Source: an optimization exercise on an open RTL-to-GDS flow (aim: small area, a short achievable clock period and few clock cycles per item). Production flows keep margins and buffers that such runs may drop.
The RTL was checked by simulation tests, not by an equivalence proof against the original design.

[flow/run.sh]
#!/bin/bash
# synth_recipe.tcl (not shown) runs the flow's synth.tcl, then flattens the netlist and writes it again
# the make line also repeats each setting of config.mk as NAME=value (left out here)
make -C /OpenROAD-flow-scripts/flow DESIGN_CONFIG=/design/flow/config.mk WORK_HOME=/design/flow/orfs CLKGATE_MAP_FILE= SYNTH_SCRIPT=/design/flow/synth_recipe.tcl finish
[flow/config.mk]
export PLATFORM = sky130hd
export DESIGN_NAME = player_motion
export DESIGN_NICKNAME = player_motion
export VERILOG_FILES = /design/flow/design.v
export SDC_FILE = /design/flow/constraint.sdc
export NUM_CORES = 4
export LEC_CHECK = 0
export ABC_AREA = 1
export CAP_MARGIN = 20
export CORE_MARGIN = 2
export CORE_UTILIZATION = 60
export SETUP_SLACK_MARGIN = 3.0
export SLEW_MARGIN = 20
[flow/constraint.sdc]
create_clock -name core_clock -period 11.5 [get_ports {clk}]
set_input_delay 2.3000 -clock core_clock [delete_from_list [all_inputs] [get_ports {clk}]]
set_output_delay 2.3000 -clock core_clock [all_outputs]
set_load 0.01 [all_outputs]
[flow/design.v]
module player_motion #(
  parameter int QM         = 6,
  parameter int QN         = 10,
  parameter int MAP_BITS   = 4,
  parameter int START_X    = 1536,
  parameter int START_Y    = 11776,
  parameter int START_FX   = 0,
  parameter int START_FY   = -1024,
  parameter int START_VX   = 512,
  parameter int START_VY   = 0
) (
  input  logic                       clk,
  input  logic                       reset,
  input  logic                       tick,
  input  logic                       moveF,
  input  logic                       moveB,
  input  logic                       strafeL,
  input  logic                       strafeR,
  input  logic                       rotL,
  input  logic                       rotR,
  output logic                       map_req,
  output logic [MAP_BITS-1:0]        map_col,
  output logic [MAP_BITS-1:0]        map_row,
  input  logic                       map_ack,
  input  logic [1:0]                 map_val,
  output logic signed [QM+QN-1:0]    playerX,
  output logic signed [QM+QN-1:0]    playerY,
  output logic signed [QM+QN-1:0]    facingX,
  output logic signed [QM+QN-1:0]    facingY,
  output logic signed [QM+QN-1:0]    vplaneX,
  output logic signed [QM+QN-1:0]    vplaneY,
  output logic                       busy,
  output logic                       done,
  output logic                       missed
);
  localparam int W  = QM + QN;
  localparam int WR = W + QN;         
  localparam int CB = 2 * MAP_BITS;   
  localparam int TB = QN + MAP_BITS;  
  typedef enum logic [1:0] {IDLE, PRE, PX, PY} state_t;
  state_t              st_q;
  logic [5:0]          ctrl_q;
  logic                done_q, missed_q, xrej_q, cur_ok_q;
  logic signed [W-1:0] px_q, py_q, fx_q, fy_q, vx_q, vy_q;
  logic [CB-1:0]       probe_q;
  logic [5:0] btn;
  logic       bF, bB, bL, bR, rl, rr;
  assign btn = (st_q == IDLE) ? {moveF, moveB, strafeL, strafeR, rotL, rotR} : ctrl_q;
  assign {bF, bB, bL, bR, rl, rr} = btn;
  localparam int WS = 18;
  localparam int WD = WS - QN;        
  logic [WS-1:0] p5, q5, s1, s2;
  logic signed [WD-1:0] dp, dnp, dq, dnq, d1p, d1n, d2p, d2n, gx, gy, ex, ey;
  logic signed [WD-2:0] cx_q, cy_q;   
  logic [1:0]           cs_q;
  logic                 cand_ok_q;
  logic signed [WD-1:0] dx8, dy8;
  logic signed [W-1:0]  dx, dy, nx, ny;
  logic                 fwd_p, fwd_n, sd_r, sd_l;
  pm_add #(WS) u_p5 (.a(WS'(fx_q) << 2), .b(WS'(fx_q)), .ci(1'b0), .y(p5));
  pm_add #(WS) u_q5 (.a(WS'(fy_q) << 2), .b(WS'(fy_q)), .ci(1'b0), .y(q5));
  pm_add #(WS) u_s1 (.a(p5), .b(q5), .ci(1'b0), .y(s1));
  pm_add #(WS) u_s2 (.a(p5), .b(~q5), .ci(1'b1), .y(s2));
  function automatic logic signed [WD-1:0] neg_step(input logic [WS-1:0] v);
    neg_step = ~v[WS-1:QN] + WD'(v[QN-1:0] == '0);
  endfunction
  always_comb begin
    dp  = p5[WS-1:QN];
    dq  = q5[WS-1:QN];
    d1p = s1[WS-1:QN];
    d2p = s2[WS-1:QN];
    dnp = neg_step(p5);
    dnq = neg_step(q5);
    d1n = neg_step(s1);
    d2n = neg_step(s2);
    case ({bB, bL})
      2'b00:   begin gx = d2p; gy = d1p; end
      2'b01:   begin gx = d1p; gy = d2n; end
      2'b10:   begin gx = d1n; gy = d2p; end
      default: begin gx = d2n; gy = d1n; end
    endcase
  end
  pm_diag u_ex (.d(gx), .y(ex));
  pm_diag u_ey (.d(gy), .y(ey));
  always_ff @(posedge clk) begin
    cx_q <= ex[WD-2:0];
    cy_q <= ey[WD-2:0];
    cs_q <= {bB, bL};
  end
  always_comb begin
    fwd_p = bF & ~bB;
    fwd_n = bB & ~bF;
    sd_r  = bR & ~bL;
    sd_l  = bL & ~bR;
    dx8 = '0;
    dy8 = '0;
    case ({fwd_p, fwd_n, sd_r, sd_l})
      4'b1000: begin dx8 = dp;  dy8 = dq;  end
      4'b0100: begin dx8 = dnp; dy8 = dnq; end
      4'b0010: begin dx8 = dnq; dy8 = dp;  end
      4'b0001: begin dx8 = dq;  dy8 = dnp; end
      4'b1010, 4'b1001, 4'b0110, 4'b0101: begin dx8 = WD'(cx_q); dy8 = WD'(cy_q); end
      default: ;
    endcase
    dx = W'(dx8);
    dy = W'(dy8);
    nx = px_q + dx;
    ny = py_q + dy;
  end
  logic signed [W-1:0] rfx, rfy, rvx, rvy;
  pm_rot5 u_rfx (.c(fx_q), .s(fy_q), .q(q5), .neg(rr), .y(rfx));
  pm_rot5 u_rfy (.c(fy_q), .s(fx_q), .q(p5), .neg(rl), .y(rfy));
  pm_rot u_rvx (.c(vx_q), .s(vy_q), .neg(rr), .y(rvx));
  pm_rot u_rvy (.c(vy_q), .s(vx_q), .neg(rl), .y(rvy));
  logic [CB-1:0] cell_x, cell_y;
  logic chg_x, chg_y, off_x, off_y, same_cx, same_ry, same_y, byp_y, cur_x, cur_y;
  logic known_x, rej_x, known_y, rej_y, wall_in, commit, moved, stale;
  logic signed [W-1:0] nxf, nyf;
  assign wall_in = map_val != 2'b00;
  always_comb begin
    chg_x   = dx != '0;
    chg_y   = dy != '0;
    off_x   = nx[W-1:TB] != '0;
    off_y   = ny[W-1:TB] != '0;
    same_cx = nx[TB-1:QN] == px_q[TB-1:QN];
    same_ry = ny[TB-1:QN] == py_q[TB-1:QN];
    cell_x  = {nx[TB-1:QN], py_q[TB-1:QN]};
    case (st_q)
      PX:      begin known_x = map_ack; rej_x = wall_in; end
      PY:      begin known_x = 1'b1;    rej_x = xrej_q;  end
      default: begin known_x = !chg_x || off_x || (same_cx && cur_ok_q); rej_x = chg_x && off_x; end
    endcase
    nxf    = rej_x ? px_q : nx;
    cell_y = {nxf[TB-1:QN], ny[TB-1:QN]};
    same_y = (rej_x || same_cx) && same_ry;
    byp_y  = st_q == PX && (!rej_x || same_cx) && same_ry;
    if (st_q == PY) begin
      known_y = map_ack;
      rej_y   = wall_in;
    end else begin
      known_y = !chg_y || off_y || (same_y && cur_ok_q) || (byp_y && map_ack);
      rej_y   = chg_y && (off_y || (byp_y && wall_in));
    end
    nyf    = rej_y ? py_q : ny;
    stale  = (bF ^ bB) && (bL ^ bR) && (!cand_ok_q || cs_q != {bB, bL});
    commit = known_x && known_y && (st_q != IDLE || (tick && !stale));
    moved  = nxf[TB-1:QN] != px_q[TB-1:QN] || nyf[TB-1:QN] != py_q[TB-1:QN];
    cur_x  = same_cx;
    cur_y  = same_y;
  end
  always_ff @(posedge clk or negedge reset) begin
    if (!reset) begin
      st_q     <= IDLE;
      done_q   <= 1'b0;
      missed_q <= 1'b0;
      cur_ok_q <= 1'b0;
      cand_ok_q <= 1'b0;
      px_q     <= W'(START_X);
      py_q     <= W'(START_Y);
      fx_q     <= W'(START_FX);
      fy_q     <= W'(START_FY);
      vx_q     <= W'(START_VX);
      vy_q     <= W'(START_VY);
    end else begin
      done_q   <= commit;
      cand_ok_q <= !(commit && (rl ^ rr));
      missed_q <= tick && (st_q != IDLE);
      if (commit && !rej_x) px_q <= nx;
      if (commit && !rej_y) py_q <= ny;
      if (commit && (rl ^ rr)) begin
        fx_q <= rfx;
        fy_q <= rfy;
        vx_q <= rvx;
        vy_q <= rvy;
      end
      if (commit) begin
        st_q <= IDLE;
      end else if (st_q == IDLE && tick && stale) begin
        st_q <= PRE;
      end else if ((st_q == IDLE && tick) || st_q == PRE || (st_q == PX && map_ack)) begin
        st_q <= known_x ? PY : PX;
      end
      if (commit && moved)
        cur_ok_q <= 1'b1;
      else if (map_ack && !wall_in && ((st_q == PX && cur_x) || (st_q == PY && cur_y)))
        cur_ok_q <= 1'b1;
    end
  end
  always_ff @(posedge clk) begin
    if (st_q == IDLE) ctrl_q <= {moveF, moveB, strafeL, strafeR, rotL, rotR};
    if (st_q != PY) xrej_q <= rej_x;
    if (st_q != PY) probe_q <= known_x ? cell_y : cell_x;
  end
  assign busy    = st_q != IDLE;
  assign map_req = st_q == PX || st_q == PY;
  assign map_col = probe_q[CB-1:MAP_BITS];
  assign map_row = probe_q[MAP_BITS-1:0];
  assign playerX = px_q;
  assign playerY = py_q;
  assign facingX = fx_q;
  assign facingY = fy_q;
  assign vplaneX = vx_q;
  assign vplaneY = vy_q;
  assign done    = done_q;
  assign missed  = missed_q;
endmodule
module pm_rot (
  input  logic signed [15:0] c,
  input  logic signed [15:0] s,
  input  logic neg,
  output logic signed [15:0] y
);
  logic [14:0] x;
  assign x = s[14:0] ^ {15{neg}};
  logic r_s1, r_c2, r_s3, r_c4, r_s5, r_c6, r_s7, r_c8, r_s9, r_c10, r_s11, r_c12, r_s13, r_c14, r_s15, r_c16, r_s17, r_c18, r_s19, r_c20, r_s21, r_c22, r_s23, r_c24, r_s25, r_c26, r_s27, r_c28, r_s29, r_c30, r_s31, r_c32, r_s33, r_c34, r_s35, r_c36, r_s37, r_c38, r_s39, r_c40, r_s41, r_c42, r_s43, r_c44, r_s45, r_c46, r_s47, r_c48, r_s49, r_c50, r_s51, r_c52, r_s53, r_c54, r_s55, r_c56, r_s57, r_c58, r_s59, r_c60, r_s61, r_c62, r_s63, r_c64, r_s65, r_c66, r_s67, r_c68, r_s69, r_c70, r_s71, r_c72, r_s73, r_c74, r_s75, r_c76, r_s77, r_c78, r_s79, r_c80, r_s81, r_c82, r_s83, r_c84, r_s85, r_c86, r_s87, r_c88, r_s89, r_c90, r_s91, r_c92, r_s93, r_c94, r_s95, r_c96, r_s97, r_c98, r_s99, r_c100, r_s101, r_c102, r_s103, r_c104, r_s105, r_c106, r_s107, r_c108, r_s109, r_c110, r_s111, r_c112, r_s113, r_c114, r_s115, r_c116, r_s117, r_c118, r_s119, r_c120, r_s121, r_c122, r_s123, r_c124, r_s125, r_c126, r_s127, r_c128, r_s129, r_c130, r_s131, r_c132;
  assign r_s1 = c[4] ^ x[8];
  assign r_c2 = c[4] & x[8];
  assign r_s3 = c[5] ^ x[9];
  assign r_c4 = c[5] & x[9];
  assign r_s5 = x[0] ^ x[1];
  assign r_c6 = x[0] & x[1];
  assign r_s7 = x[1] ^ x[2];
  assign r_c8 = x[1] & x[2];
  assign r_s9 = x[0] ^ x[2] ^ x[3];
  assign r_c10 = (x[0] & x[2]) | (x[0] & x[3]) | (x[2] & x[3]);
  assign r_s11 = ~c[4] ^ x[6];
  assign r_c12 = ~c[4] & x[6];
  assign r_s13 = x[1] ^ x[3] ^ x[4];
  assign r_c14 = (x[1] & x[3]) | (x[1] & x[4]) | (x[3] & x[4]);
  assign r_s15 = ~c[5] ^ x[7];
  assign r_c16 = ~c[5] & x[7];
  assign r_s17 = x[2] ^ x[4] ^ x[5];
  assign r_c18 = (x[2] & x[4]) | (x[2] & x[5]) | (x[4] & x[5]);
  assign r_s19 = ~c[6] ^ x[8];
  assign r_c20 = ~c[6] & x[8];
  assign r_s21 = x[3] ^ x[5] ^ x[6];
  assign r_c22 = (x[3] & x[5]) | (x[3] & x[6]) | (x[5] & x[6]);
  assign r_s23 = ~c[7] ^ x[9];
  assign r_c24 = ~c[7] & x[9];
  assign r_s25 = c[0] ^ x[4] ^ x[6];
  assign r_c26 = (c[0] & x[4]) | (c[0] & x[6]) | (x[4] & x[6]);
  assign r_s27 = x[7] ^ ~c[8] ^ x[10];
  assign r_c28 = (x[7] & ~c[8]) | (x[7] & x[10]) | (~c[8] & x[10]);
  assign r_s29 = c[1] ^ x[5] ^ x[7];
  assign r_c30 = (c[1] & x[5]) | (c[1] & x[7]) | (x[5] & x[7]);
  assign r_s31 = x[8] ^ ~c[9] ^ x[11];
  assign r_c32 = (x[8] & ~c[9]) | (x[8] & x[11]) | (~c[9] & x[11]);
  assign r_s33 = c[2] ^ x[6] ^ x[8];
  assign r_c34 = (c[2] & x[6]) | (c[2] & x[8]) | (x[6] & x[8]);
  assign r_s35 = x[9] ^ ~c[10] ^ x[12];
  assign r_c36 = (x[9] & ~c[10]) | (x[9] & x[12]) | (~c[10] & x[12]);
  assign r_s37 = c[3] ^ x[7] ^ x[9];
  assign r_c38 = (c[3] & x[7]) | (c[3] & x[9]) | (x[7] & x[9]);
  assign r_s39 = x[10] ^ ~c[11] ^ x[13];
  assign r_c40 = (x[10] & ~c[11]) | (x[10] & x[13]) | (~c[11] & x[13]);
  assign r_s41 = r_s1 ^ x[10] ^ x[11];
  assign r_c42 = (r_s1 & x[10]) | (r_s1 & x[11]) | (x[10] & x[11]);
  assign r_s43 = ~c[12] ^ ~x[14] ^ 1'b1;
  assign r_c44 = (~c[12] & ~x[14]) | (~c[12] & 1'b1) | (~x[14] & 1'b1);
  assign r_s45 = r_s3 ^ x[11] ^ x[12];
  assign r_c46 = (r_s3 & x[11]) | (r_s3 & x[12]) | (x[11] & x[12]);
  assign r_s47 = ~c[13] ^ 1'b1 ^ r_c2;
  assign r_c48 = (~c[13] & 1'b1) | (~c[13] & r_c2) | (1'b1 & r_c2);
  assign r_s49 = c[6] ^ x[10] ^ x[12];
  assign r_c50 = (c[6] & x[10]) | (c[6] & x[12]) | (x[10] & x[12]);
  assign r_s51 = x[13] ^ c[14] ^ r_c4;
  assign r_c52 = (x[13] & c[14]) | (x[13] & r_c4) | (c[14] & r_c4);
  assign r_s53 = c[7] ^ x[11] ^ x[13];
  assign r_c54 = (c[7] & x[11]) | (c[7] & x[13]) | (x[11] & x[13]);
  assign r_s55 = x[0] ^ ~c[1];
  assign r_c56 = x[0] & ~c[1];
  assign r_s57 = r_s5 ^ ~c[2] ^ x[4];
  assign r_c58 = (r_s5 & ~c[2]) | (r_s5 & x[4]) | (~c[2] & x[4]);
  assign r_s59 = r_s7 ^ ~c[3] ^ x[5];
  assign r_c60 = (r_s7 & ~c[3]) | (r_s7 & x[5]) | (~c[3] & x[5]);
  assign r_s61 = r_s9 ^ r_s11 ^ neg;
  assign r_c62 = (r_s9 & r_s11) | (r_s9 & neg) | (r_s11 & neg);
  assign r_s63 = r_s13 ^ r_s15 ^ r_c10;
  assign r_c64 = (r_s13 & r_s15) | (r_s13 & r_c10) | (r_s15 & r_c10);
  assign r_s65 = r_s17 ^ r_s19 ^ r_c14;
  assign r_c66 = (r_s17 & r_s19) | (r_s17 & r_c14) | (r_s19 & r_c14);
  assign r_s67 = r_s21 ^ r_s23 ^ r_c18;
  assign r_c68 = (r_s21 & r_s23) | (r_s21 & r_c18) | (r_s23 & r_c18);
  assign r_s69 = r_s25 ^ r_s27 ^ r_c22;
  assign r_c70 = (r_s25 & r_s27) | (r_s25 & r_c22) | (r_s27 & r_c22);
  assign r_s71 = r_s29 ^ r_s31 ^ r_c26;
  assign r_c72 = (r_s29 & r_s31) | (r_s29 & r_c26) | (r_s31 & r_c26);
  assign r_s73 = r_s33 ^ r_s35 ^ r_c30;
  assign r_c74 = (r_s33 & r_s35) | (r_s33 & r_c30) | (r_s35 & r_c30);
  assign r_s75 = r_s37 ^ r_s39 ^ r_c34;
  assign r_c76 = (r_s37 & r_s39) | (r_s37 & r_c34) | (r_s39 & r_c34);
  assign r_s77 = r_s41 ^ r_s43 ^ r_c38;
  assign r_c78 = (r_s41 & r_s43) | (r_s41 & r_c38) | (r_s43 & r_c38);
  assign r_s79 = r_s45 ^ r_s47 ^ r_c42;
  assign r_c80 = (r_s45 & r_s47) | (r_s45 & r_c42) | (r_s47 & r_c42);
  assign r_s81 = r_s49 ^ r_s51 ^ r_c46;
  assign r_c82 = (r_s49 & r_s51) | (r_s49 & r_c46) | (r_s51 & r_c46);
  assign r_s83 = r_s53 ^ ~x[14] ^ r_c50;
  assign r_c84 = (r_s53 & ~x[14]) | (r_s53 & r_c50) | (~x[14] & r_c50);
  assign r_s85 = c[8] ^ x[12] ^ ~x[14];
  assign r_c86 = (c[8] & x[12]) | (c[8] & ~x[14]) | (x[12] & ~x[14]);
  assign r_s87 = c[9] ^ x[13];
  assign r_c88 = c[9] & x[13];
  assign r_s89 = ~c[0] ^ x[2];
  assign r_c90 = ~c[0] & x[2];
  assign r_s91 = r_s55 ^ x[3] ^ neg;
  assign r_c92 = (r_s55 & x[3]) | (r_s55 & neg) | (x[3] & neg);
  assign r_s93 = r_s57 ^ neg ^ r_c56;
  assign r_c94 = (r_s57 & neg) | (r_s57 & r_c56) | (neg & r_c56);
  assign r_s95 = r_s59 ^ r_c6 ^ r_c58;
  assign r_c96 = (r_s59 & r_c6) | (r_s59 & r_c58) | (r_c6 & r_c58);
  assign r_s97 = r_s61 ^ r_c8 ^ r_c60;
  assign r_c98 = (r_s61 & r_c8) | (r_s61 & r_c60) | (r_c8 & r_c60);
  assign r_s99 = r_s63 ^ r_c12 ^ r_c62;
  assign r_c100 = (r_s63 & r_c12) | (r_s63 & r_c62) | (r_c12 & r_c62);
  assign r_s101 = r_s65 ^ r_c16 ^ r_c64;
  assign r_c102 = (r_s65 & r_c16) | (r_s65 & r_c64) | (r_c16 & r_c64);
  assign r_s103 = r_s67 ^ r_c20 ^ r_c66;
  assign r_c104 = (r_s67 & r_c20) | (r_s67 & r_c66) | (r_c20 & r_c66);
  assign r_s105 = r_s69 ^ r_c24 ^ r_c68;
  assign r_c106 = (r_s69 & r_c24) | (r_s69 & r_c68) | (r_c24 & r_c68);
  assign r_s107 = r_s71 ^ r_c28 ^ r_c70;
  assign r_c108 = (r_s71 & r_c28) | (r_s71 & r_c70) | (r_c28 & r_c70);
  assign r_s109 = r_s73 ^ r_c32 ^ r_c72;
  assign r_c110 = (r_s73 & r_c32) | (r_s73 & r_c72) | (r_c32 & r_c72);
  assign r_s111 = r_s75 ^ r_c36 ^ r_c74;
  assign r_c112 = (r_s75 & r_c36) | (r_s75 & r_c74) | (r_c36 & r_c74);
  assign r_s113 = r_s77 ^ r_c40 ^ r_c76;
  assign r_c114 = (r_s77 & r_c40) | (r_s77 & r_c76) | (r_c40 & r_c76);
  assign r_s115 = r_s79 ^ r_c44 ^ r_c78;
  assign r_c116 = (r_s79 & r_c44) | (r_s79 & r_c78) | (r_c44 & r_c78);
  assign r_s117 = r_s81 ^ r_c48 ^ r_c80;
  assign r_c118 = (r_s81 & r_c48) | (r_s81 & r_c80) | (r_c48 & r_c80);
  assign r_s119 = r_s83 ^ r_c52 ^ r_c82;
  assign r_c120 = (r_s83 & r_c52) | (r_s83 & r_c82) | (r_c52 & r_c82);
  assign r_s121 = r_s85 ^ r_c54 ^ r_c84;
  assign r_c122 = (r_s85 & r_c54) | (r_s85 & r_c84) | (r_c54 & r_c84);
  assign r_s123 = r_s87 ^ 1'b1 ^ r_c86;
  assign r_c124 = (r_s87 & 1'b1) | (r_s87 & r_c86) | (1'b1 & r_c86);
  assign r_s125 = c[10] ^ ~x[14] ^ r_c88;
  assign r_c126 = (c[10] & ~x[14]) | (c[10] & r_c88) | (~x[14] & r_c88);
  assign r_s127 = c[11] ^ 1'b1;
  assign r_c128 = c[11] & 1'b1;
  assign r_s129 = c[12] ^ 1'b1;
  assign r_c130 = c[12] & 1'b1;
  assign r_s131 = c[13] ^ 1'b1;
  assign r_c132 = c[13] & 1'b1;
  logic [24:0] ha, hb, t;
  assign ha = {~c[14], r_s131, r_s129, r_s127, r_s125, r_s123, r_s121, r_s119, r_s117, r_s115, r_s113, r_s111, r_s109, r_s107, r_s105, r_s103, r_s101, r_s99, r_s97, r_s95, r_s93, r_s91, r_s89, x[1], x[0]};
  assign hb = {r_c132, r_c130, r_c128, r_c126, r_c124, r_c122, r_c120, r_c118, r_c116, r_c114, r_c112, r_c110, r_c108, r_c106, r_c104, r_c102, r_c100, r_c98, r_c96, r_c94, r_c92, r_c90, 1'b1, 1'b0, neg};
  pm_add #(25) u_t (.a(ha), .b(hb), .ci(1'b0), .y(t));
  assign y = {t[24], t[24:10]};
endmodule
module pm_rot5 (
  input  logic signed [15:0] c,
  input  logic signed [15:0] s,
  input  logic [17:0] q,
  input  logic neg,
  output logic signed [15:0] y
);
  logic [14:0] x;
  logic [16:0] xq;
  assign x = s[14:0] ^ {15{neg}};
  assign xq = q[16:0] ^ {17{neg}};
  logic q_s1, q_c2, q_s3, q_c4, q_s5, q_c6, q_s7, q_c8, q_s9, q_c10, q_s11, q_c12, q_s13, q_c14, q_s15, q_c16, q_s17, q_c18, q_s19, q_c20, q_s21, q_c22, q_s23, q_c24, q_s25, q_c26, q_s27, q_c28, q_s29, q_c30, q_s31, q_c32, q_s33, q_c34, q_s35, q_c36, q_s37, q_c38, q_s39, q_c40, q_s41, q_c42, q_s43, q_c44, q_s45, q_c46, q_s47, q_c48, q_s49, q_c50, q_s51, q_c52, q_s53, q_c54, q_s55, q_c56, q_s57, q_c58, q_s59, q_c60, q_s61, q_c62, q_s63, q_c64, q_s65, q_c66, q_s67, q_c68, q_s69, q_c70, q_s71, q_c72, q_s73, q_c74, q_s75, q_c76, q_s77, q_c78, q_s79, q_c80, q_s81, q_c82, q_s83, q_c84, q_s85, q_c86, q_s87, q_c88, q_s89, q_c90, q_s91, q_c92, q_s93, q_c94, q_s95, q_c96, q_s97, q_c98, q_s99, q_c100, q_s101, q_c102, q_s103, q_c104, q_s105, q_c106, q_s107, q_c108;
  assign q_s1 = x[1] ^ ~c[2];
  assign q_c2 = x[1] & ~c[2];
  assign q_s3 = x[2] ^ ~c[3];
  assign q_c4 = x[2] & ~c[3];
  assign q_s5 = x[3] ^ ~c[4];
  assign q_c6 = x[3] & ~c[4];
  assign q_s7 = x[4] ^ ~c[5];
  assign q_c8 = x[4] & ~c[5];
  assign q_s9 = x[5] ^ ~c[6];
  assign q_c10 = x[5] & ~c[6];
  assign q_s11 = x[6] ^ ~c[7];
  assign q_c12 = x[6] & ~c[7];
  assign q_s13 = c[0] ^ x[7] ^ ~c[8];
  assign q_c14 = (c[0] & x[7]) | (c[0] & ~c[8]) | (x[7] & ~c[8]);
  assign q_s15 = c[1] ^ x[8] ^ ~c[9];
  assign q_c16 = (c[1] & x[8]) | (c[1] & ~c[9]) | (x[8] & ~c[9]);
  assign q_s17 = c[2] ^ x[9] ^ ~c[10];
  assign q_c18 = (c[2] & x[9]) | (c[2] & ~c[10]) | (x[9] & ~c[10]);
  assign q_s19 = c[3] ^ x[10] ^ ~c[11];
  assign q_c20 = (c[3] & x[10]) | (c[3] & ~c[11]) | (x[10] & ~c[11]);
  assign q_s21 = c[4] ^ x[11] ^ ~c[12];
  assign q_c22 = (c[4] & x[11]) | (c[4] & ~c[12]) | (x[11] & ~c[12]);
  assign q_s23 = ~x[14] ^ xq[10];
  assign q_c24 = ~x[14] & xq[10];
  assign q_s25 = c[5] ^ x[12] ^ ~c[13];
  assign q_c26 = (c[5] & x[12]) | (c[5] & ~c[13]) | (x[12] & ~c[13]);
  assign q_s27 = xq[11] ^ 1'b1;
  assign q_c28 = xq[11] & 1'b1;
  assign q_s29 = c[6] ^ x[13] ^ c[14];
  assign q_c30 = (c[6] & x[13]) | (c[6] & c[14]) | (x[13] & c[14]);
  assign q_s31 = x[0] ^ ~c[1];
  assign q_c32 = x[0] & ~c[1];
  assign q_s33 = q_s1 ^ x[4] ^ xq[0];
  assign q_c34 = (q_s1 & x[4]) | (q_s1 & xq[0]) | (x[4] & xq[0]);
  assign q_s35 = q_s3 ^ x[5] ^ xq[1];
  assign q_c36 = (q_s3 & x[5]) | (q_s3 & xq[1]) | (x[5] & xq[1]);
  assign q_s37 = q_s5 ^ x[6] ^ xq[2];
  assign q_c38 = (q_s5 & x[6]) | (q_s5 & xq[2]) | (x[6] & xq[2]);
  assign q_s39 = q_s7 ^ x[7] ^ xq[3];
  assign q_c40 = (q_s7 & x[7]) | (q_s7 & xq[3]) | (x[7] & xq[3]);
  assign q_s41 = q_s9 ^ x[8] ^ xq[4];
  assign q_c42 = (q_s9 & x[8]) | (q_s9 & xq[4]) | (x[8] & xq[4]);
  assign q_s43 = q_s11 ^ x[9] ^ xq[5];
  assign q_c44 = (q_s11 & x[9]) | (q_s11 & xq[5]) | (x[9] & xq[5]);
  assign q_s45 = q_s13 ^ x[10] ^ xq[6];
  assign q_c46 = (q_s13 & x[10]) | (q_s13 & xq[6]) | (x[10] & xq[6]);
  assign q_s47 = q_s15 ^ x[11] ^ xq[7];
  assign q_c48 = (q_s15 & x[11]) | (q_s15 & xq[7]) | (x[11] & xq[7]);
  assign q_s49 = q_s17 ^ x[12] ^ xq[8];
  assign q_c50 = (q_s17 & x[12]) | (q_s17 & xq[8]) | (x[12] & xq[8]);
  assign q_s51 = q_s19 ^ x[13] ^ xq[9];
  assign q_c52 = (q_s19 & x[13]) | (q_s19 & xq[9]) | (x[13] & xq[9]);
  assign q_s53 = q_s21 ^ q_s23 ^ 1'b1;
  assign q_c54 = (q_s21 & q_s23) | (q_s21 & 1'b1) | (q_s23 & 1'b1);
  assign q_s55 = q_s25 ^ q_s27 ^ q_c22;
  assign q_c56 = (q_s25 & q_s27) | (q_s25 & q_c22) | (q_s27 & q_c22);
  assign q_s57 = q_s29 ^ xq[12] ^ q_c26;
  assign q_c58 = (q_s29 & xq[12]) | (q_s29 & q_c26) | (xq[12] & q_c26);
  assign q_s59 = c[7] ^ ~x[14] ^ xq[13];
  assign q_c60 = (c[7] & ~x[14]) | (c[7] & xq[13]) | (~x[14] & xq[13]);
  assign q_s61 = c[8] ^ xq[14];
  assign q_c62 = c[8] & xq[14];
  assign q_s63 = c[9] ^ xq[15];
  assign q_c64 = c[9] & xq[15];
  assign q_s65 = ~c[0] ^ x[2];
  assign q_c66 = ~c[0] & x[2];
  assign q_s67 = q_s31 ^ x[3] ^ neg;
  assign q_c68 = (q_s31 & x[3]) | (q_s31 & neg) | (x[3] & neg);
  assign q_s69 = q_s33 ^ neg ^ q_c32;
  assign q_c70 = (q_s33 & neg) | (q_s33 & q_c32) | (neg & q_c32);
  assign q_s71 = q_s35 ^ q_c2 ^ q_c34;
  assign q_c72 = (q_s35 & q_c2) | (q_s35 & q_c34) | (q_c2 & q_c34);
  assign q_s73 = q_s37 ^ q_c4 ^ q_c36;
  assign q_c74 = (q_s37 & q_c4) | (q_s37 & q_c36) | (q_c4 & q_c36);
  assign q_s75 = q_s39 ^ q_c6 ^ q_c38;
  assign q_c76 = (q_s39 & q_c6) | (q_s39 & q_c38) | (q_c6 & q_c38);
  assign q_s77 = q_s41 ^ q_c8 ^ q_c40;
  assign q_c78 = (q_s41 & q_c8) | (q_s41 & q_c40) | (q_c8 & q_c40);
  assign q_s79 = q_s43 ^ q_c10 ^ q_c42;
  assign q_c80 = (q_s43 & q_c10) | (q_s43 & q_c42) | (q_c10 & q_c42);
  assign q_s81 = q_s45 ^ q_c12 ^ q_c44;
  assign q_c82 = (q_s45 & q_c12) | (q_s45 & q_c44) | (q_c12 & q_c44);
  assign q_s83 = q_s47 ^ q_c14 ^ q_c46;
  assign q_c84 = (q_s47 & q_c14) | (q_s47 & q_c46) | (q_c14 & q_c46);
  assign q_s85 = q_s49 ^ q_c16 ^ q_c48;
  assign q_c86 = (q_s49 & q_c16) | (q_s49 & q_c48) | (q_c16 & q_c48);
  assign q_s87 = q_s51 ^ q_c18 ^ q_c50;
  assign q_c88 = (q_s51 & q_c18) | (q_s51 & q_c50) | (q_c18 & q_c50);
  assign q_s89 = q_s53 ^ q_c20 ^ q_c52;
  assign q_c90 = (q_s53 & q_c20) | (q_s53 & q_c52) | (q_c20 & q_c52);
  assign q_s91 = q_s55 ^ q_c24 ^ q_c54;
  assign q_c92 = (q_s55 & q_c24) | (q_s55 & q_c54) | (q_c24 & q_c54);
  assign q_s93 = q_s57 ^ q_c28 ^ q_c56;
  assign q_c94 = (q_s57 & q_c28) | (q_s57 & q_c56) | (q_c28 & q_c56);
  assign q_s95 = q_s59 ^ q_c30 ^ q_c58;
  assign q_c96 = (q_s59 & q_c30) | (q_s59 & q_c58) | (q_c30 & q_c58);
  assign q_s97 = q_s61 ^ 1'b1 ^ q_c60;
  assign q_c98 = (q_s61 & 1'b1) | (q_s61 & q_c60) | (1'b1 & q_c60);
  assign q_s99 = q_s63 ^ 1'b1 ^ q_c62;
  assign q_c100 = (q_s63 & 1'b1) | (q_s63 & q_c62) | (1'b1 & q_c62);
  assign q_s101 = c[10] ^ ~xq[16] ^ q_c64;
  assign q_c102 = (c[10] & ~xq[16]) | (c[10] & q_c64) | (~xq[16] & q_c64);
  assign q_s103 = c[11] ^ 1'b1;
  assign q_c104 = c[11] & 1'b1;
  assign q_s105 = c[12] ^ 1'b1;
  assign q_c106 = c[12] & 1'b1;
  assign q_s107 = c[13] ^ 1'b1;
  assign q_c108 = c[13] & 1'b1;
  logic [24:0] ha, hb, t;
  assign ha = {~c[14], q_s107, q_s105, q_s103, q_s101, q_s99, q_s97, q_s95, q_s93, q_s91, q_s89, q_s87, q_s85, q_s83, q_s81, q_s79, q_s77, q_s75, q_s73, q_s71, q_s69, q_s67, q_s65, x[1], x[0]};
  assign hb = {q_c108, q_c106, q_c104, q_c102, q_c100, q_c98, q_c96, q_c94, q_c92, q_c90, q_c88, q_c86, q_c84, q_c82, q_c80, q_c78, q_c76, q_c74, q_c72, q_c70, q_c68, q_c66, 1'b1, 1'b0, neg};
  pm_add #(25) u_t (.a(ha), .b(hb), .ci(1'b0), .y(t));
  assign y = {t[24], t[24:10]};
endmodule
module pm_diag (
  input  logic signed [7:0] d,
  output logic signed [7:0] y
);
  logic d_s1, d_c2, d_s3, d_c4, d_s5, d_c6, d_s7, d_c8, d_s9, d_c10, d_s11, d_c12, d_s13, d_c14, d_s15, d_c16, d_s17, d_c18, d_s19, d_c20, d_s21, d_c22, d_s23, d_c24, d_s25, d_c26, d_s27, d_c28, d_s29, d_c30, d_s31, d_c32, d_s33, d_c34, d_s35, d_c36, d_s37, d_c38, d_s39, d_c40, d_s41, d_c42;
  assign d_s1 = d[0] ^ d[2] ^ d[3];
  assign d_c2 = (d[0] & d[2]) | (d[0] & d[3]) | (d[2] & d[3]);
  assign d_s3 = d[1] ^ d[3] ^ d[4];
  assign d_c4 = (d[1] & d[3]) | (d[1] & d[4]) | (d[3] & d[4]);
  assign d_s5 = d[2] ^ d[4];
  assign d_c6 = d[2] & d[4];
  assign d_s7 = d[3] ^ d[5];
  assign d_c8 = d[3] & d[5];
  assign d_s9 = d[0] ^ d[1];
  assign d_c10 = d[0] & d[1];
  assign d_s11 = d[1] ^ d[2] ^ d[4];
  assign d_c12 = (d[1] & d[2]) | (d[1] & d[4]) | (d[2] & d[4]);
  assign d_s13 = d_s1 ^ d[5] ^ ~d[7];
  assign d_c14 = (d_s1 & d[5]) | (d_s1 & ~d[7]) | (d[5] & ~d[7]);
  assign d_s15 = d_s3 ^ d[6] ^ 1'b1;
  assign d_c16 = (d_s3 & d[6]) | (d_s3 & 1'b1) | (d[6] & 1'b1);
  assign d_s17 = d_s5 ^ d[5] ^ ~d[7];
  assign d_c18 = (d_s5 & d[5]) | (d_s5 & ~d[7]) | (d[5] & ~d[7]);
  assign d_s19 = d_s7 ^ d[6] ^ 1'b1;
  assign d_c20 = (d_s7 & d[6]) | (d_s7 & 1'b1) | (d[6] & 1'b1);
  assign d_s21 = d[4] ^ d[6] ^ ~d[7];
  assign d_c22 = (d[4] & d[6]) | (d[4] & ~d[7]) | (d[6] & ~d[7]);
  assign d_s23 = d[0] ^ d[2];
  assign d_c24 = d[0] & d[2];
  assign d_s25 = d_s9 ^ d[3] ^ d[5];
  assign d_c26 = (d_s9 & d[3]) | (d_s9 & d[5]) | (d[3] & d[5]);
  assign d_s27 = d_s11 ^ d[6] ^ d_c10;
  assign d_c28 = (d_s11 & d[6]) | (d_s11 & d_c10) | (d[6] & d_c10);
  assign d_s29 = d_s13 ^ 1'b1 ^ d_c12;
  assign d_c30 = (d_s13 & 1'b1) | (d_s13 & d_c12) | (1'b1 & d_c12);
  assign d_s31 = d_s15 ^ d_c2 ^ d_c14;
  assign d_c32 = (d_s15 & d_c2) | (d_s15 & d_c14) | (d_c2 & d_c14);
  assign d_s33 = d_s17 ^ d_c4 ^ d_c16;
  assign d_c34 = (d_s17 & d_c4) | (d_s17 & d_c16) | (d_c4 & d_c16);
  assign d_s35 = d_s19 ^ d_c6 ^ d_c18;
  assign d_c36 = (d_s19 & d_c6) | (d_s19 & d_c18) | (d_c6 & d_c18);
  assign d_s37 = d_s21 ^ d_c8 ^ d_c20;
  assign d_c38 = (d_s21 & d_c8) | (d_s21 & d_c20) | (d_c8 & d_c20);
  assign d_s39 = d[5] ^ ~d[7] ^ d_c22;
  assign d_c40 = (d[5] & ~d[7]) | (d[5] & d_c22) | (~d[7] & d_c22);
  assign d_s41 = d[6] ^ 1'b1;
  assign d_c42 = d[6] & 1'b1;
  logic [14:0] ha, hb, t;
  assign ha = {~d[7], d_s41, d_s39, d_s37, d_s35, d_s33, d_s31, d_s29, d_s27, d_s25, d_s23, d[1], d[0], d[1], d[0]};
  assign hb = {d_c42, d_c40, d_c38, d_c36, d_c34, d_c32, d_c30, d_c28, d_c26, d_c24, d[4], d[3], d[2], 1'b0, 1'b0};
  pm_add #(15) u_t (.a(ha), .b(hb), .ci(1'b0), .y(t));
  assign y = {t[14], t[14:8]};
endmodule
module pm_add #(parameter int N = 16) (
  input  logic [N-1:0] a,
  input  logic [N-1:0] b,
  input  logic         ci,
  output logic [N-1:0] y
);
  localparam int L = (N > 16) ? 5 : (N > 8) ? 4 : (N > 4) ? 3 : (N > 2) ? 2 : 1;
  logic [N-1:0] gu [0:L];
  logic [N-1:0] pu [0:L];
  logic [N-1:0] gd [0:L];
  logic [N-1:0] pd [0:L];
  logic [N-1:0] p0;
  assign p0 = a ^ b;
  assign pu[0] = p0;
  assign gu[0] = (a & b) | {{(N-1){1'b0}}, p0[0] & ci};
  for (genvar l = 0; l < L; l++) begin : g_up
    for (genvar j = 0; j < N; j++) begin : g_bit
      if ((j + 1) % (2 << l) == 0) begin : g_op
        assign gu[l+1][j] = gu[l][j] | (pu[l][j] & gu[l][j - (1 << l)]);
        assign pu[l+1][j] = pu[l][j] & pu[l][j - (1 << l)];
      end else begin : g_pass
        assign gu[l+1][j] = gu[l][j];
        assign pu[l+1][j] = pu[l][j];
      end
    end
  end
  assign gd[L] = gu[L];
  assign pd[L] = pu[L];
  for (genvar l = L - 1; l >= 0; l--) begin : g_dn
    for (genvar j = 0; j < N; j++) begin : g_bit
      if (j >= 3 * (1 << l) - 1 && (j + 1 - 3 * (1 << l)) % (2 << l) == 0) begin : g_op
        assign gd[l][j] = gd[l+1][j] | (pd[l+1][j] & gd[l+1][j - (1 << l)]);
        assign pd[l][j] = pd[l+1][j] & pd[l+1][j - (1 << l)];
      end else begin : g_pass
        assign gd[l][j] = gd[l+1][j];
        assign pd[l][j] = pd[l+1][j];
      end
    end
  end
  assign y = p0 ^ {gd[0][N-2:0], ci};
endmodule
==> results of run 1 <==
## area by class of cell
class | count | area (sq um) | area share [%]
multi-input combinational | 1799 | 15700 | 66.5
sequential | 127 | 3150 | 13.4
inverter | 597 | 2240 | 9.53
timing repair buffer | 134 | 1330 | 5.64
tap | 455 | 569 | 2.42
clock buffer | 20 | 457 | 1.94
clock inverter | 12 | 134 | 0.568
## layout by cell type, fill, tap and decap left out, types with 6 or more instances in the layout
| cell | count |
|---|---|
| fa_1 | 250 |
| dfxtp_1 | 20 |
| o21ai_1 | 18 |
| dfrtp_2 | 7 |
| clkbuf_16 | 17 |
| nand2_2 | 11 |
| nor3_1 | 10 |
| nand2_1 | 398 |
| inv_2 | 6 |
| ha_1 | 274 |
| o221ai_1 | 12 |
| a21oi_1 | 96 |
| edfxtp_1 | 9 |
| xor2_1 | 134 |
| a31oi_1 | 12 |
| nand3_1 | 121 |
| o211ai_1 | 11 |
| a21o_1 | 17 |
| inv_1 | 585 |
| dfstp_2 | 12 |
| o21bai_1 | 32 |
| buf_4 | 14 |
| xnor2_1 | 65 |
| dfrtp_1 | 79 |
| o21ai_0 | 109 |
| nand4_1 | 31 |
| clkdlybuf4s50_1 | 118 |
| nor2_1 | 106 |
## Yosys cell counts, drive strengths merged, types with 8 or more instances
library cell    n  area [sq um]
a22oi           9          67.6
clkbuf         14          53.8
edfxtp          9           270
buf            53           369
dfxtp          20           400
o221ai         12           105
fa            252          5040
nand3         125           648
nand4          31           194
xnor2          67           587
or2             9          56.3
o211ai         11          82.6
a31oi          12          75.1
dfstp          12           315
nand2         410          1570
nor2          108           415
xor2          139          1230
nor3           11          60.1
ha            274          3430
o21ai         134           686
a21oi          98           490
nor4            8          56.3
dfrtp          86          2150
o21bai         33           248
inv           592          2220
a21o           17           128
## timing repair
| action | CTS | global route |
|---|---|---|
| buffers inserted | 0 | 7 |
| setup endpoints to repair | 17 | 90 |
| pin swaps | 0 | 1 |
| gates resized for setup | 5 | 40 |
| hold buffers | 0 | 0 |
## worst max path at each step
stage                             start                   to  slack [ns]  cells after the start
global route                      moveB  vx_q[4]$_DFFE_PN0P_        2.97                     33
finish              fy_q[2]$_DFFE_PN0P_      cy_q[4]$_DFF_P_        3.33                     35
CTS                 fx_q[3]$_DFFE_PN0P_  fx_q[9]$_DFFE_PN0P_        2.96                     36
floorplan           fy_q[1]$_DFFE_PN0P_      cy_q[5]$_DFF_P_        3.98                     30
global placement    fy_q[2]$_DFFE_PN0P_      cy_q[5]$_DFF_P_        2.75                     36
detailed placement              strafeL  fx_q[9]$_DFFE_PN0P_        2.67                     30
## flip-flops by register name, indices dropped and copies added, names as in the netlist
| signal | count |
|---|---|
| fy_q | 15 |
| cy_q | 7 |
| missed_q | 1 |
| xrej_q | 1 |
| fx_q | 15 |
| cur_ok_q | 1 |
| probe_q | 8 |
| st_q | 2 |
| px_q | 16 |
| cs_q | 1 |
| cx_q | 7 |
| cand_ok_q | 1 |
| vy_q | 15 |
| py_q | 16 |
| vx_q | 15 |
| done_q | 1 |
| ctrl_q | 5 |
## critical path: cells and delay by family (launching register included)
family / cells / cell delay, ns
adder cells (fa/ha/maj): 12 / 4.16
AO/OA/AOI/OAI: 7 / 1.35
AND/OR/NAND/NOR: 8 / 1.21
flip-flops: 1 / 0.48
XOR/XNOR: 2 / 0.45
buffers and inverters: 6 / 0.36
## stage by stage
stage / instances / hold WS [ns] / worst slack (ns)
after floorplan: 2590 / 0.482 / 3.98
after global placement: 3104 / 0.497 / 2.75
after detailed placement: 3104 / 0.500 / 2.67
after CTS: 3136 / 0.509 / 2.96
after global routing: 3144 / 0.556 / 2.97
final: 3144 / 0.511 / 3.33
## metal layers
layer	global-route usage (%)	vias to the layer above
met3	5.09	110
met4	9.04	0
met5	0	-
li1	-	8296
met2	51.5	528
met1	44.3	8392
## logic make-up (layout without fill, tap and decap cells)
kind of cell | count (synthesis) | after routing | share of synthesized area, %
buf+inv | 664 | 763 | 12.5
flops | 127 | 127 | 14.7
fa+ha+maj | 528 | 528 | 39.9
simple gates | 707 | 707 | 14.2
compound gates | 358 | 358 | 10.1
xor+xnor | 206 | 206 | 8.54
==> run notes, run 1 <==
antenna viol nets, final 0; share of post-route cells with drive strength above 1 ~4.9%; gr usage total between 30% and 40%; via count of the routed design around 17000; wl on met1 25200 um; status no timing/DRC/antenna violations; Worst R2R Start fy_q[2]$_DFFE_PN0P_; Final period util a little under three quarters; slowest cell delay on critical path 0.54 ns; Mapped Nets 3128; Final Slew Violations 0; Slew @ Worst Pin 0.876 ns; Worst setup EP type register; R2R depth 35; global-route wire length before repair 91500 um; setup TNS after final layout 0 ns; DR vias/cell between 5 and 6; fillcell total a little under 3000; flops & latches, synth about 130; Remaining Overflow, GRT 0; Initial DRC Count between 1000 and 1500; Max-Cap Viols 0; Placed Area 22700 sq um; H-tree levels 4; num rows between 60 and 70; per-cell routed wire length roughly 18 um; critical setup path kind reg2reg; Max Fanout on Critical Path 7; Primary FF master, synth dfrtp_1; Synth Area per Inst between 8 and 9 sq um; antenna violations before repair 0; crit path time final ~8.2 ns; Seq/Total Area, Yosys around 15%; clock root cell clkbuf_16; Layout Cell Area excl Fill roughly 24000 sq um; IO buf count about 120; DR DRC count 0; Final #Nets approximately 3200; Worst-Skew Late Latency about 0.45 ns; number of top-level pins 120; Met2 Routed Length between 20000 and 30000 um; global placement routability congestion about 0.99; initial core utilization between 60% and 70%; antenna cells 0; DIE HEIGHT approximately 190 um; Synth async-reset ratio 77.2%; unrepaired setup endpoints after global routing no; hold crit path type reg2reg; Critical Path Source Type register; critical path data required time 11.82 ns; R2R setup slack roughly 3.3 ns; die footprint roughly 37000 sq um; synthesized instance count 2590; TritonCTS clock tree built; CP max-delay cell fa_1; Final HPWL DP around 45000 um; core area around 35000 sq um; First-pass DRT Iterations 5; CTS buffer count 17; reg2reg end cy_q[4]$_DFF_P_; top layer in use met4; Post-Route Utilization 67.9%; synthesized cell area ~21000 sq um; Arr. time, crit path 8.49 ns; Hold Fails Final Rpt 0; final wirelength between 50000 and 60000 um; CTS Buffer Depth 2; Die X-Extent 192 um; Clock Pin Slew Worst Setup and Hold Paths ~0.070 ns; skew final approximately 0.014 ns; YS warnings 16; Max Fclk about 120 MHz; Area growth syn-to-layout 10.6%; hold path startpoint px_q[9]$_DFFE_PN1P_; worst hold stages 2; Met3 Wirelength just over 3000 um; clk sinks ~130; Max-slew headroom 40.1%; pin count of the biggest net entering global routing 96; Worst Hold Path EP px_q[9]$_DFFE_PN1P_; final setup vio count 0; Netlist cell types 61; number of global-route vias before repair about 18000; Post-synth EDFFs 9
Testbench counts, summed over its fixed seeds: cycles 3,473, ticks 3,200.
==> run 2, diff against run 1 <==
--- a/flow/config.mk
+++ b/flow/config.mk
@@ -9,5 +9,5 @@
 export CAP_MARGIN = 20
 export CORE_MARGIN = 2
-export CORE_UTILIZATION = 60
-export SETUP_SLACK_MARGIN = 3.0
+export CORE_UTILIZATION = 40
+export SETUP_SLACK_MARGIN = 4.0
 export SLEW_MARGIN = 20
==> run 2 against run 1 <==
Net effect: still clean on timing, DRC and antenna; worst setup slack improved by 0.82 ns; critical path depth decreased by 2; wire length is 17% higher; die area is 49% higher; hold slack better by 0.020 ns; design area increased by 9.8%; maximum frequency increased by 11%; flip-flop and latch count did not move; synthesized cell count unchanged; sequential share of layout area down 1.2 points; critical path type unchanged; critical endpoint is now cy_q[5]$_DFF_P_.
==> run notes, run 2 <==
status no timing/DRC/antenna violations; First-pass DRT Iterations 5; Area growth syn-to-layout 21.5%; Slew @ Worst Pin approximately 1.1 ns; Clock Pin Slew Worst Setup and Hold Paths ~0.07 ns; most numerous cell in the Yosys netlist inv_1; commonest non-fill, non-tap cells in the layout 558 x inv_1, 389 x nand2_1, 245 x ha_1, 234 x fa_1, 124 x xor2_1; antenna cells 0; Mapped Nets between 3000 and 4000; TritonCTS clock tree built; global placement routability congestion approximately 0.93; clock root cell clkbuf_16; Synth async-reset ratio around 77%; hold path startpoint px_q[14]$_DFFE_PN0P_; Max Fclk ~140 MHz; commonest non-fill, non-tap cell in the layout inv_1; final wirelength between 60000 and 70000 um; final cell count without fillers roughly 3500; Max-slew headroom 25.1%; antenna violations before repair 1; dpl ws about 2.4 ns; Arr. time, crit path roughly 7.7 ns; met2 Use GR roughly two fifths; YS warnings 16; number of top-level pins between 100 and 150; hold crit path type reg2reg; fillcell total around 5000; Final period util 63.9%; IO buf count between 100 and 150; worst hold stages 2; fin worst setup slack approximately 4.2 ns; WHS between 0.5 and 0.6 ns; gr usage total a little under a quarter; top post-synthesis cells by area fa_1 24%, ha_1 16%, inv_1 10%, dfrtp_1 10%, nand2_1 7.1%; critical setup path kind reg2reg; antenna viol nets, final 0; core area 52600 sq um; clk sinks between 100 and 150; CP max-delay cell fa_1; num rows 84; Worst R2R Start fy_q[2]$_DFFE_PN0P_; critical path data required time ~12 ns; Worst-Skew Late Latency a little under 0.5 ns; slowest cell delay on critical path 0.54 ns; Hold Fails Final Rpt 0; R2R setup slack 4.15 ns; setup TNS after final layout 0 ns; final setup vio count 0; via count of the routed design about 18000; Max Fanout on Critical Path 5; Yosys top cell by area fa_1; die footprint about 55000 sq um; unrepaired setup endpoints after global routing yes; Synth Area per Inst 8.22 sq um; Post-synth EDFFs 9; share of post-route cells with drive strength above 1 between 10% and 20%; per-cell routed wire length roughly 19 um; global-route wire length before repair slightly above 100000 um; M1 GR Usage between 30% and 40%; flops & latches, synth 127; CTS buffer count 17; Final HPWL DP a little under 50000 um; Hold Buf Count CTS 0; R2R depth 33; DR vias/cell between 5 and 6; DIE HEIGHT approximately 230 um; reg2reg end cy_q[5]$_DFF_P_; Critical Path Source Type register; top cell type's share of synthesized area 23.7%; Initial DRC Count approximately 1200; Seq/Total Area, Yosys 14.7%; GR Util met3 under 10%; DR DRC count 0; crit path time final roughly 7.3 ns; Final Slew Violations 0; dpl cells between 3000 and 4000; Worst Hold Path EP px_q[14]$_DFFE_PN0P_; synthesized cell area approximately 21000 sq um; synthesized instance count about 2600; Largest regs px_q x16, py_q x16; H-tree levels 4; skew final 0.0122 ns; number of global-route vias before repair 18413; Worst setup EP type register; Die X-Extent about 230 um; Final #Nets between 3000 and 4000; Max-Cap Viols 0; synth cell count leaders 589 x inv_1, 401 x nand2_1, 274 x ha_1, 252 x fa_1, 137 x xor2_1; layer with the highest usage met2; Netlist cell types between 60 and 70; initial core utilization 40.5%; CTS Buffer Depth 2; pin count of the biggest net entering global routing 67; Remaining Overflow, GRT 0; Primary FF master, synth dfrtp_1
==> run 2: cell count changes in the layout (fill, tap and decap cells not counted), moves of 10 or more <==
| cell | previous run | this run |
|---|---|---|
| buf_4 | 14 | 92 |
| inv_1 | 585 | 558 |
| fa_2 | 2 | 18 |
| xor2_1 | 134 | 124 |
| nand3_4 | 2 | 15 |
| buf_12 | 0 | 10 |
| fa_1 | 250 | 234 |
| ha_1 | 274 | 245 |
| inv_2 | 6 | 28 |
| ha_4 | 0 | 23 |
| a21oi_1 | 96 | 84 |
==> run 2: stage by stage <==
step / utilization [%] / cell area (sq um)
4_1_cts: 46.8 / 24600
6_report: 49.2 / 25900
3_3_place_gp: 43.8 / 23000
2_1_floorplan: - / 21300
5_1_grt: 49.2 / 25900
3_5_place_dp: 43.8 / 23000
==> run 2: how the worst max path moves through the flow <==
stage / from / end / cells after the start / slack [ns]
detailed placement: moveB / fx_q[3]$_DFFE_PN0P_ / 33 / 2.41
global route: fy_q[3]$_DFFE_PN0P_ / cx_q[6]$_DFF_P_ / 38 / 3.80
global placement: moveB / fx_q[3]$_DFFE_PN0P_ / 33 / 2.51
CTS: fy_q[2]$_DFFE_PN0P_ / cy_q[5]$_DFF_P_ / 34 / 3.97
floorplan: fy_q[1]$_DFFE_PN0P_ / cy_q[5]$_DFF_P_ / 35 / 4.01
finish: fy_q[2]$_DFFE_PN0P_ / cy_q[5]$_DFF_P_ / 33 / 4.15
==> run 2: routing by layer <==
metal  wire length (um)  vias up
li1                   -     8525
met1              28100     8802
met2              31400      532
met3               3730      111
met4               1920        0
met5                  0        -
==> run 2: critical path: cells and delay by family (launching register included) <==
family	cells	cell delay, ns
fa+ha+maj	12	4.07
xor+xnor	3	0.45
buf+inv	5	0.24
compound gates	7	1.18
simple gates	6	0.87
flops	1	0.40
==> run 2: cells by family (layout without fill, tap and decap cells) <==
| kind of cell | count (synthesis) | after routing | share of synthesized area, % |
|---|---|---|---|
| simple gates | 707 | 718 | 14.2 |
| buf+inv | 664 | 855 | 12.5 |
| fa+ha+maj | 528 | 528 | 39.9 |
| compound gates | 358 | 358 | 10.1 |
| xor+xnor | 206 | 206 | 8.54 |
| flops | 127 | 127 | 14.7 |
==> run 2: area by class of cell <==
| cell class | count | area (sq um) | share of cell area [%] |
|---|---|---|---|
| clock buffers | 22 | 474 | 1.83 |
| inverters | 597 | 2260 | 8.75 |
| flip-flops and latches | 127 | 3160 | 12.2 |
| repair buffers | 226 | 2180 | 8.44 |
| multi-input cells | 1810 | 16700 | 64.7 |
| well taps | 688 | 861 | 3.33 |
| clock inverters | 10 | 183 | 0.706 |
==> run 2: repair_timing <==
item,CTS,global route
buffers inserted,45,52
gates resized for setup,110,161
setup endpoints to repair,115,115
gates cloned,7,6
pin swaps,50,92
==> run 3, diff against run 2 <==
--- a/flow/config.mk
+++ b/flow/config.mk
@@ -9,5 +9,6 @@
 export CAP_MARGIN = 20
 export CORE_MARGIN = 2
-export CORE_UTILIZATION = 40
+export CORE_UTILIZATION = 60
+export CTS_BUF_LIST = sky130_fd_sc_hd__clkbuf_8
 export SETUP_SLACK_MARGIN = 4.0
 export SLEW_MARGIN = 20
==> run 3 against run 2 <==
Net effect: worst setup slack got worse by 0.014 ns; core utilization rose by 24 points; highest routed layer is now met5; clock-buffer cell count is 3 lower.
==> run notes, run 3 <==
status no timing/DRC/antenna violations; Crit path top cell by count fa_2; Hold Fails Final Rpt 0; dpl ws 2.56 ns; top post-synthesis cells by area fa_1 24%, ha_1 16%, inv_1 10%, dfrtp_1 10%, nand2_1 7.1%; Worst setup EP type register; slowest cell delay on critical path ~0.64 ns; Remaining Overflow, GRT 0; Hold Buf Count CTS 0; CTS buffer count 17; setup TNS after final layout 0 ns; CTS Buffer Depth 2; fillcell total 2724; Max-slew headroom ~38%; per-cell routed wire length roughly 20 um; Arr. time, crit path a little under 8 ns; final setup vio count 0; skew final approximately 0.026 ns; DR vias/cell 5.67; Worst-Skew Late Latency 0.50 ns; Max-Cap Viols 0; worst setup path startpoint fy_q[0]$_DFFE_PN0P_; Primary FF master, synth dfrtp_1; critical path data required time between 10 and 15 ns; Final Slew Violations 0; antenna viol nets, final 0; Largest regs px_q x16, py_q x16; commonest non-fill, non-tap cell in the layout inv_1; CP max-delay cell fa_2; fin worst setup slack about 4.1 ns; most numerous cell in the Yosys netlist inv_1; largest family of logic cells by synthesized area adder cells; clock root cell clkbuf_8; top cell type's share of synthesized area between 20% and 30%; Post-Synth Adder-Cell Area 39.9%; final wirelength between 60000 and 70000 um; synthesized instance count 2590; Synth Area in Simple Gates 14.2%; global-route wire length before repair between 90000 and 100000 um; First-pass DRT Iterations 5; antenna violations before repair 1; pin count of the biggest net entering global routing 53; number of top-level pins 120; synth cell count leaders 589 x inv_1, 401 x nand2_1, 274 x ha_1, 252 x fa_1, 137 x xor2_1; Final HPWL DP approximately 46000 um; H-tree levels 4; via count of the routed design 18398; Final period util roughly 64%; num rows a little under 70; mux cell area share after synthesis 0%; XOR/XNOR share of the synthesized area under 10%; Netlist cell types 61; Area growth syn-to-layout 19.1%; clk sinks about 130; unrepaired setup endpoints after global routing yes; Final #Nets 3316; synthesized cell area approximately 21000 sq um; die footprint roughly 37000 sq um; share of post-route cells with drive strength above 1 approximately 14%; Clock Pin Slew Worst Setup and Hold Paths roughly 0.1 ns; Synth async-reset ratio between 70% and 80%; number of global-route vias before repair between 15000 and 20000; global placement routability congestion roughly 0.94; flops & latches, synth between 100 and 150; core area around 35000 sq um; crit path time final 7.36 ns; Mapped Nets between 3000 and 4000; Max Fanout on Critical Path 4; hold path startpoint px_q[9]$_DFFE_PN1P_; TritonCTS clock tree built; YS warnings 16; hold crit path type reg2reg; Initial DRC Count 1506; initial core utilization slightly above 60%; DR DRC count 0; gr usage total 34.3%; Die X-Extent a little under 200 um; Post-synth EDFFs 9; IO buf count about 120; Seq/Total Area, Yosys 14.7%; Max Fclk approximately 140 MHz; Synth Area per Inst slightly above 8 sq um; Synth Area in Compound Gates between 10% and 20%; Yosys top cell by area fa_1; DIE HEIGHT between 150 and 200 um; commonest non-fill, non-tap cells in the layout 561 x inv_1, 387 x nand2_1, 248 x ha_1, 232 x fa_1, 122 x xor2_1; Worst R2R Start fy_q[0]$_DFFE_PN0P_; Slew @ Worst Pin between 0.9 and 1 ns; critical setup path kind reg2reg; Critical Path Source Type register
## run 3: cell counts after synthesis
Identical to the previous run, type by type.
## run 3: metrics by stage
stage	cells	hold slack, ns	area [sq um]	utilization [%]
5_1_grt	3246	0.531	25300	73.0
4_1_cts	3180	0.523	23900	68.9
3_5_place_dp	3104	0.512	22700	65.5
6_report	3247	0.500	25400	73.0
3_3_place_gp	3104	0.496	22700	65.5
2_1_floorplan	2590	0.482	21300	-
## run 3: worst paths after layout
path                                   endpoint  slack, ns  cells past startpoint
max                             cx_q[4]$_DFF_P_       4.14                     31
min                         px_q[9]$_DFFE_PN1P_       0.50                      2
max reg2reg                     cx_q[4]$_DFF_P_       4.14                     31
min reg2reg                 px_q[9]$_DFFE_PN1P_       0.50                      2
max in group asynchronous  px_q[13]$_DFFE_PN0P_       8.50                      2
min in group asynchronous   vy_q[0]$_DFFE_PN0P_       1.83                      1
## run 3: cells by family after synthesis
| logic type | count (synthesis) |
|---|---|
| buf+inv | 664 |
| fa+ha+maj | 528 |
| simple gates | 707 |
| compound gates | 358 |
| xor+xnor | 206 |
| flops | 127 |
## run 3: critical path: cells and delay by family (launching register included)
family / cells / cell delay [ns]
AOI/OAI and AO/OA: 10 / 1.40
buffers and inverters: 4 / 0.42
adders and majority gates: 12 / 4.42
and+or+nand+nor: 4 / 0.42
DFF: 1 / 0.39
xor gates and xnor gates: 1 / 0.18
## run 3: routing by layer
metal / up-vias / track usage (%) / routed length [um]
li1: 8531 / - / -
met1: 8946 / 45.7 / 26500
met2: 769 / 56.6 / 29800
met3: 150 / 6.67 / 4910
met4: 2 / 10.7 / 2190
met5: - / 0 / 8
## run 3: cell type report
type / instances / area, sq um / area share (%)
Antenna cell: 1 / 2.50 / 0.00987
Clock buffer: 19 / 262 / 1.03
Clock inverter: 13 / 139 / 0.548
Inverter: 597 / 2260 / 8.93
Multi-Input combinational cell: 1810 / 16800 / 66.1
Sequential cell: 127 / 3160 / 12.5
Tap cell: 455 / 569 / 2.25
Timing Repair Buffer: 225 / 2190 / 8.62
## run 3: what timing repair did
action | 4_1_cts | 5_1_grt
pin swaps | 30 | 97
setup buffers | 37 | 59
hold endpoints to repair | 0 | 0
endpoints found under the setup margin | 111 | 115
resized for setup | 105 | 177
gates cloned | 7 | 7

[re-timing with driven ports]
The flow's constraints put no driver on any port. The routed layouts listed below were extracted and timed again, unchanged, in two steps. Step 1: set_driving_cell puts a clkbuf_16 on clk and a buf_2 on each other input, an assumption about the parent block. Step 2 also shifts input and output timing later by t, the mid clock arrival at the registers, as if the neighbouring blocks saw the same clock. Slacks: ideal ports / drivers / drivers and shift; pairs: ideal ports / drivers.
| run | t (ns) | setup WS [ns] | hold slack, ns | worst register clock-pin slew, ns |
|---|---|---|---|---|
| run 1 | 0.498 | 3.333 / 3.333 / 3.000 | 0.511 / 0.511 / 0.511 | 0.07 / 0.07 |
| run 2 | 0.530 | 4.151 / 4.151 / 3.755 | 0.530 / 0.530 / 0.530 | 0.07 / 0.07 |
| run 3 | 0.538 | 4.137 / 4.137 / 3.667 | 0.500 / 0.500 / 0.500 | 0.10 / 0.10 |
After both steps every run listed still meets setup and hold. For run 3, which loses most, drivers alone change the setup slack by 0.000 ns; drivers and shift together by -0.470 ns.
